From an optimization exercise on the open Yosys and OpenROAD flow, aimed at small area, a short achievable clock period and few clock cycles per item; shortcuts taken in it are not production practice.
The RTL was checked by simulation tests, not by an equivalence proof against the original design.
Power and IR drop assume default switching activity.

// sme_top
module sme_top (
    input  logic           clk,
    input  logic           rst_n,
    input  sme_pkg::char_t chardata,
    input  logic           isstring,
    input  logic           ispattern,
    output logic           out_valid,
    output logic           match,
    output logic [4:0]     match_index
);
Size in the first run: ~1100 cells after synthesis.
export LEC_CHECK = 0
export CAP_MARGIN = 20
export CORE_MARGIN = 2
export CORE_UTILIZATION = 40
export CTS_CLUSTER_DIAMETER = 120
export CTS_CLUSTER_SIZE = 24
export SETUP_SLACK_MARGIN = 5
export SLEW_MARGIN = 20
create_clock -name core_clock -period 8.0 [get_ports {clk}]
standard.sh (not shown) runs the stock make flow with config.mk's settings and CLKGATE_MAP_FILE= SYNTH_SCRIPT=/design/flow/synth_recipe.tcl, a recipe that flattens the netlist after the stock synthesis.
==> flow/flow/run.sh <==
#!/bin/bash
# Standard layout with a tighter setup repair target and stronger port buffers.
set -uo pipefail
bash standard.sh SETUP_SLACK_MARGIN=5.6 \
    "BUFFER_PORTS_ARGS=-buffer_cell sky130_fd_sc_hd__buf_4" \
    finish > standard.log 2>&1
Testbench counts at the start, summed over its fixed seeds: cycles 7,731, queries 512.
==> next run, changes <==
Settings changed: CORE_UTILIZATION 40 to 55, CTS_BUF_LIST set to sky130_fd_sc_hd__clkbuf_16, CTS_CLUSTER_SIZE 24 to 30, PLACE_DENSITY set to 0.65.
Via count fell by 0.40%.
Count of clock-buffer cells in the layout fell by 13.
Setup slack got worse by 0.025 ns.
Non-clock buffer count fell by 6.
Cell area fell by 1.9%.
Hold slack improved by 0.073 ns.
Combinational power fell by about 1%.
==> next run, changes <==
--- a/flow/flow/run.sh
+++ b/flow/flow/run.sh
@@ -3,3 +3,3 @@
 set -uo pipefail
-bash standard.sh SETUP_SLACK_MARGIN=5.6 \
+bash standard.sh SETUP_SLACK_MARGIN=5.45 \
     "BUFFER_PORTS_ARGS=-buffer_cell sky130_fd_sc_hd__buf_4" \
Settings changed: CORE_UTILIZATION 55 to 40, PLACE_DENSITY 0.65 to unset.
Outcome:
- fmax grows by 0.99%
- hold slack degrades by 0.047 ns
- sequential share of layout area goes down by 0.15 points
- count of clock-buffer cells in the layout is unchanged
- wire length fell by 0.79%
- global-route usage is lower by 5.4 points
- non-clock buffer count drops by 8
==> next run, changes <==
--- a/flow/flow/run.sh
+++ b/flow/flow/run.sh
@@ -3,3 +3,3 @@
 set -uo pipefail
-bash standard.sh SETUP_SLACK_MARGIN=5.45 \
+bash standard.sh SETUP_SLACK_MARGIN=5.6 \
     "BUFFER_PORTS_ARGS=-buffer_cell sky130_fd_sc_hd__buf_4" \
The changed run went through all stages and came out clean.
Final cell count went up by 0.91%.
Sequential share of layout area went down by 0.70 points.
Combinational power went up by about 5%.
Wire length went up by 0.94%.
Design area went up by 1.3%.
Die area stays the same.
Count of clock-buffer cells in the layout is unchanged.
Sequential power barely changes.
Core utilization went up by 0.57 points.
Power hardly moves.

* * *

The RTL this note starts from:
==> flow/design.v <==
`timescale 1ns/10ps
package sme_pkg;
    localparam int STR_LEN = 32;
    localparam int PTN_LEN = 8;
    typedef logic [7:0] char_t;
    localparam char_t CHR_START = 8'h5E;    
    localparam char_t CHR_END   = 8'h24;    
    localparam char_t CHR_ANY   = 8'h2E;    
    localparam char_t CHR_SPACE = 8'h20;
    typedef logic [5:0] str_len_t;
    typedef logic [3:0] ptn_len_t;
    typedef logic [5:0] pos_t;
    typedef struct packed {
        char_t [STR_LEN-1:0] chars;
        str_len_t            len;
    } string_image_t;
    typedef struct packed {
        char_t [PTN_LEN-1:0] chars;
        ptn_len_t            len;
    } pattern_image_t;
    typedef struct packed {
        logic found;
        pos_t offset;
    } scan_result_t;
endpackage
`timescale 1ns/10ps
`timescale 1ns/10ps
`timescale 1ns/10ps
`timescale 1ns/10ps
`timescale 1ns/10ps
`timescale 1ns/10ps
module sme_top (
    input  logic           clk,
    input  logic           rst_n,
    input  sme_pkg::char_t chardata,
    input  logic           isstring,
    input  logic           ispattern,
    output logic           out_valid,
    output logic           match,
    output logic [4:0]     match_index
);
    localparam int NS = 34;
    logic           ip_q, is_q, dot_q, car_q, dol_q;
    sme_pkg::char_t key_q;
    wire in_car = (chardata == sme_pkg::CHR_START);
    wire in_dol = (chardata == sme_pkg::CHR_END);
    always_ff @(posedge clk or negedge rst_n) begin
        if (!rst_n) begin
            ip_q <= 1'b0;
            is_q <= 1'b0;
        end else begin
            ip_q <= ispattern;
            is_q <= isstring;
        end
    end
    always_ff @(posedge clk) begin
        key_q <= (in_car | in_dol) ? sme_pkg::CHR_SPACE : chardata;
        dot_q <= (chardata == sme_pkg::CHR_ANY);
        car_q <= in_car;
        dol_q <= in_dol;
    end
    logic       is_d;
    logic [4:0] len_q;                       
    sme_pkg::char_t chars_q [0:31];          
    always_ff @(posedge clk or negedge rst_n) begin
        if (!rst_n) is_d <= 1'b0;
        else        is_d <= is_q;
    end
    sme_pkg::char_t raw;
    assign raw = car_q ? sme_pkg::CHR_START : dol_q ? sme_pkg::CHR_END : key_q;
    always_ff @(posedge clk) begin
        if (is_q) begin
            for (int i = 0; i < 31; i++) chars_q[i] <= chars_q[i+1];
            chars_q[31] <= raw;
            len_q <= is_d ? len_q + 5'd1 : 5'd1;
        end
    end
    logic [31:0] valid;         
    logic [31:0] stb;           
    always_comb begin
        for (int i = 0; i < 32; i++) valid[i] = ({len_q == 5'd0, len_q} >= 6'(32 - i));
        for (int i = 0; i < 31; i++) stb[i] = ~valid[i] & valid[i+1];
        stb[31] = 1'b0;
    end
    logic          ip_d;
    logic [NS-1:0] m_q;                      
    logic [4:0]    c_q;                      
    wire first = ~ip_d;
    logic [NS-1:0] m_next;
    always_comb begin
        m_next[0] = valid[0] & first & car_q;
        for (int i = 0; i < 32; i++) begin
            m_next[i+1] = (valid[i] & (first | m_q[i]) & (dot_q | (chars_q[i] == key_q)))
                        | (stb[i] & first & car_q);
        end
        m_next[NS-1] = (first | m_q[NS-2]) & dol_q;
    end
    always_ff @(posedge clk or negedge rst_n) begin
        if (!rst_n) ip_d <= 1'b0;
        else        ip_d <= ip_q;
    end
    always_ff @(posedge clk) begin
        m_q <= m_next;
        c_q <= first ? (len_q - 5'd1 + {4'd0, car_q}) : (c_q - 5'd1);
    end
    logic       found;
    logic [4:0] idx;
    always_comb begin
        logic [2:0] any;
        logic [4:0] gidx [0:2];
        for (int g = 0; g < 3; g++) begin
            logic [3:0] loc;
            logic [4:0] lo;
            loc = '0;
            any[g] = 1'b0;
            for (int b = 15; b >= 0; b--) begin
                if (16*g + b < NS && m_q[16*g + b]) begin
                    loc    = 4'(b);
                    any[g] = 1'b1;
                end
            end
            lo = {1'b0, loc} + {1'b0, c_q[3:0]};
            gidx[g] = {c_q[4] ^ g[0] ^ lo[4], lo[3:0]};
        end
        found = |any;
        idx   = '0;
        for (int g = 2; g >= 0; g--) if (any[g]) idx = gidx[g];
    end
    wire done = ip_d & ~ip_q;
    always_ff @(posedge clk or negedge rst_n) begin
        if (!rst_n) begin
            out_valid   <= 1'b0;
            match       <= 1'b0;
            match_index <= '0;
        end else begin
            out_valid   <= done;
            match       <= done & found;
            match_index <= (done & found) ? idx : 5'd0;
        end
    end
endmodule
==> flow/config.mk <==
export PLATFORM = sky130hd
export DESIGN_NAME = sme_top
export DESIGN_NICKNAME = sme_top
export VERILOG_FILES = /design/flow/design.v
export SDC_FILE = /design/flow/constraint.sdc
export NUM_CORES = 4
export LEC_CHECK = 0
export CAP_MARGIN = 20
export CORE_MARGIN = 2
export CORE_UTILIZATION = 40
export CTS_BUF_LIST = sky130_fd_sc_hd__clkbuf_16
export CTS_CLUSTER_DIAMETER = 120
export CTS_CLUSTER_SIZE = 30
export SETUP_SLACK_MARGIN = 5
export SLEW_MARGIN = 20
==> flow/constraint.sdc <==
create_clock -name core_clock -period 8.0 [get_ports {clk}]
set_input_delay 1.6000 -clock core_clock [delete_from_list [all_inputs] [get_ports {clk}]]
set_output_delay 1.6000 -clock core_clock [all_outputs]
set_load 0.01 [all_outputs]
==> flow/flow/run.sh <==
#!/bin/bash
# Standard layout with a tighter setup repair target and stronger port buffers.
set -uo pipefail
bash standard.sh SETUP_SLACK_MARGIN=5.45 \
    "BUFFER_PORTS_ARGS=-buffer_cell sky130_fd_sc_hd__buf_4" \
    finish > standard.log 2>&1
The baseline completed with no timing, DRC or antenna violations.
Testbench counts at the start, summed over its fixed seeds: cycles 7,731, queries 512.
Rerun with:
==> flow/flow/run.sh (replaced) <==
#!/bin/bash
# Standard layout with a tighter setup repair target and stronger port buffers.
set -uo pipefail
bash standard.sh SETUP_SLACK_MARGIN=5.2 \
    "BUFFER_PORTS_ARGS=-buffer_cell sky130_fd_sc_hd__buf_2" \
    finish > standard.log 2>&1
Global-route usage hardly moves.
Clock skew decreases by 0.010 ns.
Hold slack gets better by 0.0031 ns.
Count of clock-buffer cells in the layout does not change.
Worst setup slack got worse by 0.093 ns.
Design area came out lower by 0.78%.
Final cell count barely changes.
Rerun with:
==> flow/flow/run.sh (replaced) <==
#!/bin/bash
# Standard layout with a tighter setup repair target and stronger port buffers.
set -uo pipefail
bash standard.sh SETUP_SLACK_MARGIN=5.45 \
    "BUFFER_PORTS_ARGS=-buffer_cell sky130_fd_sc_hd__buf_2" \
    finish > standard.log 2>&1
PLACE_DENSITY = 0.75   (was not set)
Effect: The new run completed without violations. Final cell count stays flat. Global-route usage fell by 0.54 points. Power is about the same. Design area is about the same. Routed wire length shrinks by 3.7%. Via count rose by 2.3%. Fmax rises by 4.2%. Clock skew increases by 0.0052 ns.
Rerun with:
CORE_UTILIZATION = 50   (was 40)
PLACE_DENSITY = 0.6   (was 0.75)
Effect: The changed run finished with timing, DRC and antenna clean. Core utilization climbs by 11 points. Critical path depth is unchanged. First-iteration DRC count climbs by 14%. Clock-buffer cell count does not change. Wire length climbs by 5.6%. Die area drops by 20%. Design area hardly moves. Synthesized area does not change. Register-to-register slack gets worse by 0.03 ns.

* * *

// sme_top: RTL as listed in full above, without the edits since
Settings: LEC_CHECK=0, CAP_MARGIN=20, CORE_MARGIN=2, CORE_UTILIZATION=40, CTS_BUF_LIST=sky130_fd_sc_hd__clkbuf_16, CTS_CLUSTER_DIAMETER=120, CTS_CLUSTER_SIZE=30, PLACE_DENSITY=0.85, SETUP_SLACK_MARGIN=5, SLEW_MARGIN=20; clock period 8.0 ns.
==> flow/flow/run.sh <==
#!/bin/bash
# Standard layout with a tighter setup repair target and stronger port buffers.
set -uo pipefail
bash standard.sh SETUP_SLACK_MARGIN=5.45 \
    "BUFFER_PORTS_ARGS=-buffer_cell sky130_fd_sc_hd__buf_2" \
    finish > standard.log 2>&1
The first run went through all stages and came out clean.
Testbench counts at the start, summed over its fixed seeds: cycles 7,731, queries 512.
Edit:
==> flow/run.sh (new file) <==
#!/bin/bash
# synth_recipe.tcl (not shown) runs the flow's synth.tcl, then flattens the netlist and writes it again
# the make line also repeats each setting of config.mk as NAME=value (left out here)
make -C /OpenROAD-flow-scripts/flow DESIGN_CONFIG=/design/flow/config.mk WORK_HOME=/design/flow/orfs CLKGATE_MAP_FILE= SYNTH_SCRIPT=/design/flow/synth_recipe.tcl finish
CTS_CLUSTER_DIAMETER = 100   (was 120)
CTS_CLUSTER_SIZE = 26   (was 30)
PLACE_DENSITY = 0.75   (was 0.85)
removed: flow/flow/run.sh
removed: flow/standard.sh
Result: The changed run completed without violations. Non-clock buffer count fell by 2. Worst setup slack is worse by 0.19 ns. Register-to-register slack got worse by 0.30 ns. Clock power rises by a few percent. Count of clock-buffer cells in the layout rises by 2. Wire length drops slightly. Worst hold slack improved by 0.018 ns. Utilization came out higher by 0.15 points. Final area is higher slightly. Total power climbs slightly. Sequential share of layout area is lower by 0.23 points.
Edit:
==> flow/flow/run.sh (new file) <==
#!/bin/bash
# Standard layout with a tighter setup repair target and stronger port buffers.
set -uo pipefail
bash standard.sh SETUP_SLACK_MARGIN=5.55 \
    "BUFFER_PORTS_ARGS=-buffer_cell sky130_fd_sc_hd__buf_2" \
    finish > standard.log 2>&1
==> flow/standard.sh (new file) <==
#!/bin/bash
# synth_recipe.tcl (not shown) runs the flow's synth.tcl, then flattens the netlist and writes it again
# the make line also repeats each setting of config.mk as NAME=value (left out here)
make -C /OpenROAD-flow-scripts/flow DESIGN_CONFIG=/design/flow/config.mk WORK_HOME=/design/flow/orfs CLKGATE_MAP_FILE= SYNTH_SCRIPT=/design/flow/synth_recipe.tcl "${@:-finish}"
CTS_CLUSTER_DIAMETER = 120   (was 100)
CTS_CLUSTER_SIZE = 30   (was 26)
PLACE_DENSITY = default   (was 0.75)
removed: flow/run.sh
Effect:
- synthesized area does not change
- maximum frequency increases by about 7%
- routed wire length increases by 1.5%
- via count decreases by 2.9%
- critical path depth decreases by 10
- clock power decreases by about 5%
- utilization increases by 0.12 points
- final cell count barely changes
- setup slack improved by 0.18 ns
Edit:
==> flow/flow/run.sh (replaced) <==
#!/bin/bash
# Standard layout with a tighter setup repair target and stronger port buffers.
set -uo pipefail
bash standard.sh SETUP_SLACK_MARGIN=5.45 \
    "BUFFER_PORTS_ARGS=-buffer_cell sky130_fd_sc_hd__buf_4" \
    finish > standard.log 2>&1
CTS_BUF_LIST = sky130_fd_sc_hd__clkbuf_8   (was sky130_fd_sc_hd__clkbuf_16)
CTS_CLUSTER_DIAMETER = 80   (was 120)
CTS_CLUSTER_SIZE = 16   (was 30)
What happened: The changed run completed with no timing, DRC or antenna violations. Combinational power barely changes. Wire length rose by 0.96%. Final area is about the same. Worst hold slack improved by 0.0061 ns. Synthesized area stays the same.
Edit:
==> flow/flow/run.sh (replaced) <==
#!/bin/bash
# Standard layout with a tighter setup repair target and stronger port buffers.
set -uo pipefail
bash standard.sh SETUP_SLACK_MARGIN=5.45 \
    "BUFFER_PORTS_ARGS=-buffer_cell sky130_fd_sc_hd__buf_2" \
    finish > standard.log 2>&1
CTS_BUF_LIST = sky130_fd_sc_hd__clkbuf_16   (was sky130_fd_sc_hd__clkbuf_8)
CTS_CLUSTER_DIAMETER = 120   (was 80)
CTS_CLUSTER_SIZE = 30   (was 16)
Result:
- clock-buffer cell count goes down by 10
- setup slack is better by 0.069 ns
- area after synthesis does not change

==> static timing again, ports no longer ideal <==
The results above use ideal ports. As a check the final layouts listed here were re-extracted and re-timed, cells and wires unchanged.
Step 1 (the two cells are an assumption about what drives the block):
set clk [get_ports {clk}]
set_driving_cell -lib_cell sky130_fd_sc_hd__clkbuf_16 $clk
set_driving_cell -lib_cell sky130_fd_sc_hd__buf_2 [delete_from_list [all_inputs] $clk]
Step 2 also shifts input and output timing later by t, the mid clock arrival at the registers, as if the neighbouring blocks saw the same clock.
a / b / c = no drivers / after step 1 / after step 2; a / b = the first two.
run	t (ns)	setup slack, ns	worst hold slack (ns)
the first run of note 1	0.561	5.370 / 5.321 / 5.233	0.387 / 0.387 / 0.387
the second run of note 1	0.551	5.345 / 5.295 / 5.214	0.460 / 0.460 / 0.460
the third run of note 1	0.555	5.371 / 5.320 / 5.227	0.413 / 0.413 / 0.413
the fourth run of note 1	0.548	5.380 / 5.330 / 5.223	0.392 / 0.392 / 0.392
the first run of note 2	0.540	5.368 / 5.321 / 5.245	0.439 / 0.439 / 0.439
the second run of note 2	0.562	5.274 / 5.274 / 5.061	0.443 / 0.443 / 0.443
the third run of note 2	0.546	5.385 / 5.337 / 5.158	0.447 / 0.447 / 0.447
the fourth run of note 2	0.552	5.374 / 5.327 / 5.222	0.463 / 0.463 / 0.463
the first run of note 3	0.544	5.375 / 5.331 / 5.175	0.441 / 0.441 / 0.441
the second run of note 3	0.554	5.190 / 5.190 / 4.749	0.459 / 0.459 / 0.459
the third run of note 3	0.556	5.375 / 5.324 / 5.213	0.439 / 0.439 / 0.439
the fourth run of note 3	0.613	5.305 / 5.263 / 5.226	0.445 / 0.445 / 0.445
the fifth run of note 3	0.556	5.374 / 5.322 / 5.214	0.442 / 0.442 / 0.442
After both steps setup and hold are still met in every run listed. For the second run of note 3, which loses most, drivers alone change the setup slack by 0.000 ns; drivers and shift together by -0.441 ns.
